This is an optimization exercise on Yosys and OpenROAD, whose aim is small area and a short achievable clock period, not a production implementation.
At most, simulation tests tie the RTL to the original design; equivalence was not proved.
Power figures rest on the tool's default switching activity, not on a simulated workload.

==> run a <==
==> flow/design.v (excerpt) <==
module worley_field_pipe #(
  parameter int NUM_PTS    = 4,
  parameter int COORD_W    = 10,
  parameter int H_ACTIVE   = 640,
  parameter int V_ACTIVE   = 480,
  parameter int DIST_SHIFT = 8,
  parameter int OUT_W      = 8
) (
  input  logic               clk,
  input  logic               rst_n,
  input  logic               frame_start,
  input  logic               pix_valid,
  input  logic [COORD_W-1:0] x,
  input  logic [COORD_W-1:0] y,
  output logic               noise_valid,
  output logic [OUT_W-1:0]   noise,
  output logic [2:0]         cell_id,
  output logic               busy
);
  logic [2:0] cnt;
  logic       busy_q;
  logic       commit;
  always_ff @(posedge clk)
    if (!rst_n) begin
      cnt    <= 3'd0;
      busy_q <= 1'b0;
    end else if (!busy_q) begin
      cnt    <= 3'd1;
      busy_q <= frame_start;
    end else begin
      cnt    <= cnt + 3'd1;
      busy_q <= !commit;
    end
  assign busy   = busy_q;
  assign commit = busy_q && cnt == 3'd5;
  logic [0:0] commit_d;
  always_ff @(posedge clk)
    if (!rst_n) commit_d <= '0;
    else        commit_d <= commit;
  logic upd;
  assign upd = commit_d[0];
  logic [9:0] px [4];
  logic [8:0] py [4];
  logic [3:0] vxn, vyn;
  logic [9:0] ux0_c;   
  assign ux0_c[0] = upd;
  assign ux0_c[1] = ux0_c[0] & (px[0][0] ^ vxn[0]);
  assign ux0_c[2] = ux0_c[1] & (px[0][1] ^ vxn[0]);
  ...
clock: 8.0 ns
lec_check: 0
cap_margin: 20
core_margin: 2
core_utilization: 50
cts_cluster_diameter: 100
cts_cluster_size: 30
setup_slack_margin: 5.0
slew_margin: 20
synth_hierarchical: 1
synth_minimum_keep_size: 0
tns_end_percent: 10
run.sh (not shown) runs the stock make flow with config.mk's settings and CLKGATE_MAP_FILE= SYNTH_SCRIPT=/design/flow/synth_recipe.tcl, a recipe that flattens the netlist after the stock synthesis.
==> inputs of run b, as changes to run a <==
- CORE_UTILIZATION: 50 -> 45
- TNS_END_PERCENT: 10 -> unset
==> inputs of run c, as changes to run a <==
- CORE_UTILIZATION: 50 -> 65
- CTS_CLUSTER_DIAMETER: 100 -> unset
- CTS_CLUSTER_SIZE: 30 -> unset
- TNS_END_PERCENT: 10 -> unset
==> qor summary <==
	run b	run a	run c
Cell area after placement	0.0291 mm2	0.0290 mm2	0.0287 mm2
Number of tap instances	790	748	539
Critical path peak fanout	9	1	5
Final instance area	0.0313 mm2	0.0305 mm2	0.0313 mm2
Endpoint arrival time on the critical path	3470 ps	1460 ps	3410 ps
Minimum clock period	3020 ps	3060 ps	2980 ps
Run status	no timing/DRC/antenna violations	no timing/DRC/antenna violations	no timing/DRC/antenna violations
Global-route wire length before repair	109 mm	105 mm	107 mm
Clock transition time at the flip-flop clock pins of the worst setup and hold paths	110 ps	110 ps	60 ps
Detailed route wirelength on metal2	33.0 mm	31.5 mm	32.7 mm
Highest layer used for signal routing	met4	met5	met4
Worst hold endpoint	vld[2]	vld[4]	vld[4]
Source-to-sink clock delay at the later pin of the worst-skew pair	590 ps	580 ps	580 ps
Depth of the critical timing path with buffers and inverters included	6	1	7
Endpoint of the most critical setup path	ra0[6]	noise[0]	ra3[7]
Cell area power density	340 mW/mm2	333 mW/mm2	363 mW/mm2
Fraction of met2 tracks used by global routing	37.0%	39.8%	53.5%
Area taken by multi-input logic gates	0.0194 mm2	0.0192 mm2	0.0193 mm2
Finished Layout Cells	3,596	3,500	3,329
Fraction of area in multi-input gates	61.9%	62.9%	61.7%
Number of buffers created by CTS	22	20	45
Crit path from	ay0[9]	noise[0]	ay3[8]
Count of H-tree levels built during CTS	1	1	2
Die Span X	252 um	240 um	211 um
Combinational power	0.00591 W	0.00558 W	0.00571 W

---

==> run C <==
worley_field_pipe, a different RTL version from the one above (not shown whole).
export LEC_CHECK = 0
export CAP_MARGIN = 20
export CORE_MARGIN = 2
export CORE_UTILIZATION = 50
export CTS_CLUSTER_DIAMETER = 100
export CTS_CLUSTER_SIZE = 30
export SETUP_SLACK_MARGIN = 5.0
export SLEW_MARGIN = 20
export SYNTH_HIERARCHICAL = 1
export SYNTH_MINIMUM_KEEP_SIZE = 0
create_clock -name core_clock -period 8.0 [get_ports {clk}]
==> run F: changes against run C <==
--- a/flow/design.v
+++ b/flow/design.v
@@ -2876,10 +2876,17 @@
   logic k10_19;
   logic k10_20;
   logic k10_21;
   logic k10_22;
   logic k10_23;
+  logic k10_24;
+  logic k10_25;
+  logic k10_26;
+  logic k10_27;
+  logic k10_28;
+  logic k10_29;
+  logic k10_30;
   assign k10_0 = dd1[0] & ~dd0[0];
   assign k10_1 = dd1[0] | ~dd0[0];
   assign k10_2 = dd1[1] & ~dd0[1];
   assign k10_3 = dd1[1] | ~dd0[1];
   assign k10_4 = dd1[2] & ~dd0[2];
@@ -2894,18 +2901,25 @@
   assign k10_13 = dd1[6] | ~dd0[6];
   assign k10_14 = dd1[7] & ~dd0[7];
   assign k10_15 = dd1[7] | ~dd0[7];
   assign k10_16 = k10_0 | (k10_1 & 1'b1);
   assign k10_17 = k10_2 | (k10_3 & k10_16);
-  assign k10_18 = k10_4 | (k10_5 & k10_17);
-  assign k10_19 = k10_6 | (k10_7 & k10_18);
-  assign k10_20 = k10_8 | (k10_9 & k10_19);
-  assign k10_21 = k10_10 | (k10_11 & k10_20);
-  assign k10_22 = k10_12 | (k10_13 & k10_21);
-  assign k10_23 = k10_14 | (k10_15 & k10_22);
+  assign k10_18 = k10_3 & k10_1;
+  assign k10_19 = k10_6 | (k10_7 & k10_4);
+  assign k10_20 = k10_7 & k10_5;
+  assign k10_21 = k10_10 | (k10_11 & k10_8);
+  assign k10_22 = k10_11 & k10_9;
+  assign k10_23 = k10_14 | (k10_15 & k10_12);
+  assign k10_24 = k10_15 & k10_13;
+  assign k10_25 = k10_19 | (k10_20 & k10_17);
+  assign k10_26 = k10_20 & k10_18;
+  assign k10_27 = k10_23 | (k10_24 & k10_21);
+  assign k10_28 = k10_24 & k10_22;
+  assign k10_29 = k10_27 | (k10_28 & k10_25);
+  assign k10_30 = k10_28 & k10_26;
   logic k10;
-  assign k10 = ~k10_23;
+  assign k10 = ~k10_29;
   logic q10;
   always_ff @(posedge clk) q10 <= k10;
   logic k20_0;
   logic k20_1;
   logic k20_2;
@@ -2928,10 +2942,17 @@
   logic k20_19;
   logic k20_20;
   logic k20_21;
   logic k20_22;
   logic k20_23;
+  logic k20_24;
+  logic k20_25;
+  logic k20_26;
+  logic k20_27;
+  logic k20_28;
+  logic k20_29;
+  logic k20_30;
   assign k20_0 = dd2[0] & ~dd0[0];
   assign k20_1 = dd2[0] | ~dd0[0];
   assign k20_2 = dd2[1] & ~dd0[1];
   assign k20_3 = dd2[1] | ~dd0[1];
   assign k20_4 = dd2[2] & ~dd0[2];
@@ -2946,18 +2967,25 @@
   assign k20_13 = dd2[6] | ~dd0[6];
   assign k20_14 = dd2[7] & ~dd0[7];
   assign k20_15 = dd2[7] | ~dd0[7];
   assign k20_16 = k20_0 | (k20_1 & 1'b1);
   assign k20_17 = k20_2 | (k20_3 & k20_16);
-  assign k20_18 = k20_4 | (k20_5 & k20_17);
-  assign k20_19 = k20_6 | (k20_7 & k20_18);
-  assign k20_20 = k20_8 | (k20_9 & k20_19);
-  assign k20_21 = k20_10 | (k20_11 & k20_20);
-  assign k20_22 = k20_12 | (k20_13 & k20_21);
-  assign k20_23 = k20_14 | (k20_15 & k20_22);
+  assign k20_18 = k20_3 & k20_1;
+  assign k20_19 = k20_6 | (k20_7 & k20_4);
+  assign k20_20 = k20_7 & k20_5;
+  assign k20_21 = k20_10 | (k20_11 & k20_8);
+  assign k20_22 = k20_11 & k20_9;
+  assign k20_23 = k20_14 | (k20_15 & k20_12);
+  assign k20_24 = k20_15 & k20_13;
+  assign k20_25 = k20_19 | (k20_20 & k20_17);
+  assign k20_26 = k20_20 & k20_18;
+  assign k20_27 = k20_23 | (k20_24 & k20_21);
+  assign k20_28 = k20_24 & k20_22;
+  assign k20_29 = k20_27 | (k20_28 & k20_25);
+  assign k20_30 = k20_28 & k20_26;
   logic k20;
-  assign k20 = ~k20_23;
+  assign k20 = ~k20_29;
   logic q20;
   always_ff @(posedge clk) q20 <= k20;
   logic k30_0;
   logic k30_1;
   logic k30_2;
@@ -2980,10 +3008,17 @@
   logic k30_19;
   logic k30_20;
   logic k30_21;
   logic k30_22;
   logic k30_23;
+  logic k30_24;
+  logic k30_25;
+  logic k30_26;
+  logic k30_27;
+  logic k30_28;
+  logic k30_29;
+  logic k30_30;
   assign k30_0 = dd3[0] & ~dd0[0];
   assign k30_1 = dd3[0] | ~dd0[0];
   assign k30_2 = dd3[1] & ~dd0[1];
   assign k30_3 = dd3[1] | ~dd0[1];
   assign k30_4 = dd3[2] & ~dd0[2];
@@ -2998,18 +3033,25 @@
   assign k30_13 = dd3[6] | ~dd0[6];
   assign k30_14 = dd3[7] & ~dd0[7];
   assign k30_15 = dd3[7] | ~dd0[7];
   assign k30_16 = k30_0 | (k30_1 & 1'b1);
   assign k30_17 = k30_2 | (k30_3 & k30_16);
-  assign k30_18 = k30_4 | (k30_5 & k30_17);
-  assign k30_19 = k30_6 | (k30_7 & k30_18);
-  assign k30_20 = k30_8 | (k30_9 & k30_19);
-  assign k30_21 = k30_10 | (k30_11 & k30_20);
-  assign k30_22 = k30_12 | (k30_13 & k30_21);
-  assign k30_23 = k30_14 | (k30_15 & k30_22);
+  assign k30_18 = k30_3 & k30_1;
+  assign k30_19 = k30_6 | (k30_7 & k30_4);
+  assign k30_20 = k30_7 & k30_5;
+  assign k30_21 = k30_10 | (k30_11 & k30_8);
+  assign k30_22 = k30_11 & k30_9;
+  assign k30_23 = k30_14 | (k30_15 & k30_12);
+  assign k30_24 = k30_15 & k30_13;
+  assign k30_25 = k30_19 | (k30_20 & k30_17);
+  assign k30_26 = k30_20 & k30_18;
+  assign k30_27 = k30_23 | (k30_24 & k30_21);
+  assign k30_28 = k30_24 & k30_22;
+  assign k30_29 = k30_27 | (k30_28 & k30_25);
+  assign k30_30 = k30_28 & k30_26;
   logic k30;
-  assign k30 = ~k30_23;
+  assign k30 = ~k30_29;
   logic q30;
   always_ff @(posedge clk) q30 <= k30;
   logic k21_0;
   logic k21_1;
   logic k21_2;
@@ -3032,10 +3074,17 @@
   logic k21_19;
   logic k21_20;
   logic k21_21;
   logic k21_22;
   logic k21_23;
+  logic k21_24;
+  logic k21_25;
+  logic k21_26;
+  logic k21_27;
+  logic k21_28;
+  logic k21_29;
+  logic k21_30;
   assign k21_0 = dd2[0] & ~dd1[0];
   assign k21_1 = dd2[0] | ~dd1[0];
   assign k21_2 = dd2[1] & ~dd1[1];
   assign k21_3 = dd2[1] | ~dd1[1];
   assign k21_4 = dd2[2] & ~dd1[2];
@@ -3050,18 +3099,25 @@
   assign k21_13 = dd2[6] | ~dd1[6];
   assign k21_14 = dd2[7] & ~dd1[7];
   assign k21_15 = dd2[7] | ~dd1[7];
   assign k21_16 = k21_0 | (k21_1 & 1'b1);
   assign k21_17 = k21_2 | (k21_3 & k21_16);
-  assign k21_18 = k21_4 | (k21_5 & k21_17);
-  assign k21_19 = k21_6 | (k21_7 & k21_18);
-  assign k21_20 = k21_8 | (k21_9 & k21_19);
-  assign k21_21 = k21_10 | (k21_11 & k21_20);
-  assign k21_22 = k21_12 | (k21_13 & k21_21);
-  assign k21_23 = k21_14 | (k21_15 & k21_22);
+  assign k21_18 = k21_3 & k21_1;
+  assign k21_19 = k21_6 | (k21_7 & k21_4);
+  assign k21_20 = k21_7 & k21_5;
+  assign k21_21 = k21_10 | (k21_11 & k21_8);
+  assign k21_22 = k21_11 & k21_9;
+  assign k21_23 = k21_14 | (k21_15 & k21_12);
+  assign k21_24 = k21_15 & k21_13;
+  assign k21_25 = k21_19 | (k21_20 & k21_17);
+  assign k21_26 = k21_20 & k21_18;
+  assign k21_27 = k21_23 | (k21_24 & k21_21);
+  assign k21_28 = k21_24 & k21_22;
+  assign k21_29 = k21_27 | (k21_28 & k21_25);
+  assign k21_30 = k21_28 & k21_26;
   logic k21;
-  assign k21 = ~k21_23;
+  assign k21 = ~k21_29;
   logic q21;
   always_ff @(posedge clk) q21 <= k21;
   logic k31_0;
   logic k31_1;
   logic k31_2;
@@ -3084,10 +3140,17 @@
   logic k31_19;
   logic k31_20;
   logic k31_21;
   logic k31_22;
   logic k31_23;
+  logic k31_24;
+  logic k31_25;
+  logic k31_26;
+  logic k31_27;
+  logic k31_28;
+  logic k31_29;
+  logic k31_30;
   assign k31_0 = dd3[0] & ~dd1[0];
   assign k31_1 = dd3[0] | ~dd1[0];
   assign k31_2 = dd3[1] & ~dd1[1];
   assign k31_3 = dd3[1] | ~dd1[1];
   assign k31_4 = dd3[2] & ~dd1[2];
@@ -3102,18 +3165,25 @@
   assign k31_13 = dd3[6] | ~dd1[6];
   assign k31_14 = dd3[7] & ~dd1[7];
   assign k31_15 = dd3[7] | ~dd1[7];
   assign k31_16 = k31_0 | (k31_1 & 1'b1);
   assign k31_17 = k31_2 | (k31_3 & k31_16);
-  assign k31_18 = k31_4 | (k31_5 & k31_17);
-  assign k31_19 = k31_6 | (k31_7 & k31_18);
-  assign k31_20 = k31_8 | (k31_9 & k31_19);
-  assign k31_21 = k31_10 | (k31_11 & k31_20);
-  assign k31_22 = k31_12 | (k31_13 & k31_21);
-  assign k31_23 = k31_14 | (k31_15 & k31_22);
+  assign k31_18 = k31_3 & k31_1;
+  assign k31_19 = k31_6 | (k31_7 & k31_4);
+  assign k31_20 = k31_7 & k31_5;
+  assign k31_21 = k31_10 | (k31_11 & k31_8);
+  assign k31_22 = k31_11 & k31_9;
+  assign k31_23 = k31_14 | (k31_15 & k31_12);
+  assign k31_24 = k31_15 & k31_13;
+  assign k31_25 = k31_19 | (k31_20 & k31_17);
+  assign k31_26 = k31_20 & k31_18;
+  assign k31_27 = k31_23 | (k31_24 & k31_21);
+  assign k31_28 = k31_24 & k31_22;
+  assign k31_29 = k31_27 | (k31_28 & k31_25);
+  assign k31_30 = k31_28 & k31_26;
   logic k31;
-  assign k31 = ~k31_23;
+  assign k31 = ~k31_29;
   logic q31;
   always_ff @(posedge clk) q31 <= k31;
   logic k32_0;
   logic k32_1;
   logic k32_2;
@@ -3136,10 +3206,17 @@
   logic k32_19;
   logic k32_20;
   logic k32_21;
   logic k32_22;
   logic k32_23;
+  logic k32_24;
+  logic k32_25;
+  logic k32_26;
+  logic k32_27;
+  logic k32_28;
+  logic k32_29;
+  logic k32_30;
   assign k32_0 = dd3[0] & ~dd2[0];
   assign k32_1 = dd3[0] | ~dd2[0];
   assign k32_2 = dd3[1] & ~dd2[1];
   assign k32_3 = dd3[1] | ~dd2[1];
   assign k32_4 = dd3[2] & ~dd2[2];
@@ -3154,18 +3231,25 @@
   assign k32_13 = dd3[6] | ~dd2[6];
   assign k32_14 = dd3[7] & ~dd2[7];
   assign k32_15 = dd3[7] | ~dd2[7];
   assign k32_16 = k32_0 | (k32_1 & 1'b1);
   assign k32_17 = k32_2 | (k32_3 & k32_16);
-  assign k32_18 = k32_4 | (k32_5 & k32_17);
-  assign k32_19 = k32_6 | (k32_7 & k32_18);
-  assign k32_20 = k32_8 | (k32_9 & k32_19);
-  assign k32_21 = k32_10 | (k32_11 & k32_20);
-  assign k32_22 = k32_12 | (k32_13 & k32_21);
-  assign k32_23 = k32_14 | (k32_15 & k32_22);
+  assign k32_18 = k32_3 & k32_1;
+  assign k32_19 = k32_6 | (k32_7 & k32_4);
+  assign k32_20 = k32_7 & k32_5;
+  assign k32_21 = k32_10 | (k32_11 & k32_8);
+  assign k32_22 = k32_11 & k32_9;
+  assign k32_23 = k32_14 | (k32_15 & k32_12);
+  assign k32_24 = k32_15 & k32_13;
+  assign k32_25 = k32_19 | (k32_20 & k32_17);
+  assign k32_26 = k32_20 & k32_18;
+  assign k32_27 = k32_23 | (k32_24 & k32_21);
+  assign k32_28 = k32_24 & k32_22;
+  assign k32_29 = k32_27 | (k32_28 & k32_25);
+  assign k32_30 = k32_28 & k32_26;
   logic k32;
-  assign k32 = ~k32_23;
+  assign k32 = ~k32_29;
   logic q32;
   always_ff @(posedge clk) q32 <= k32;
   logic l10_0;
   logic l10_1;
   logic l10_2;
Settings changed: CTS_CLUSTER_DIAMETER 100 to not set, CTS_CLUSTER_SIZE 30 to not set.
==> comparison <==
Sequential power is about the same in run C and run F. Non-clock buffer count: run C is higher than run F (42). In sequential cell count, run F and run C do not differ. Sequential share of layout area: run C is higher than run F (0.19 points). Against run C, the wire length of run F is smaller by 2.2%. In run F the clock-buffer cell count is higher than in run C, by 34. In register-to-register slack, run C and run F hardly differ. Between run F and run C, the lower worst hold slack is in run F (gap 0.0050 ns). Against run C, the combinational power of run F is smaller by 8.5%. Of run F and run C, run C has the higher worst setup slack (gap 0.0023 ns).
No functional check of the RTL was part of run C.

[separate check: timing with driven ports]
The results above use ideal ports. As a check the final layouts listed here were re-extracted and re-timed, cells and wires unchanged. Step 1, drivers: a clkbuf_16 drives clk and a buf_2 each remaining input, both assumed. Step 2 times the ports against the registers' clock, not the clock port: input delays grow and output delays shrink by t, the midpoint of the rising clock arrivals with the driver on. Three values: ideal, step 1, step 2; two values: the first two.
run	shift t [ns]	setup WS [ns]	clock arrival spread, ns
run a of note 1	0.621	4.943 / 4.881 / 4.831	0.036 / 0.036
run b of note 1	0.623	4.978 / 4.978 / 4.833	0.046 / 0.046
run c of note 1	0.620	5.020 / 5.020 / 4.832	0.036 / 0.036
run C of note 2	0.633	5.032 / 5.032 / 4.723	0.041 / 0.040
run F of note 2	0.623	5.030 / 5.030 / 4.857	0.034 / 0.035
After both steps setup and hold are still met in every run listed. For run C of note 2, which loses most, drivers alone change the setup slack by 0.000 ns; drivers and shift together by -0.309 ns.
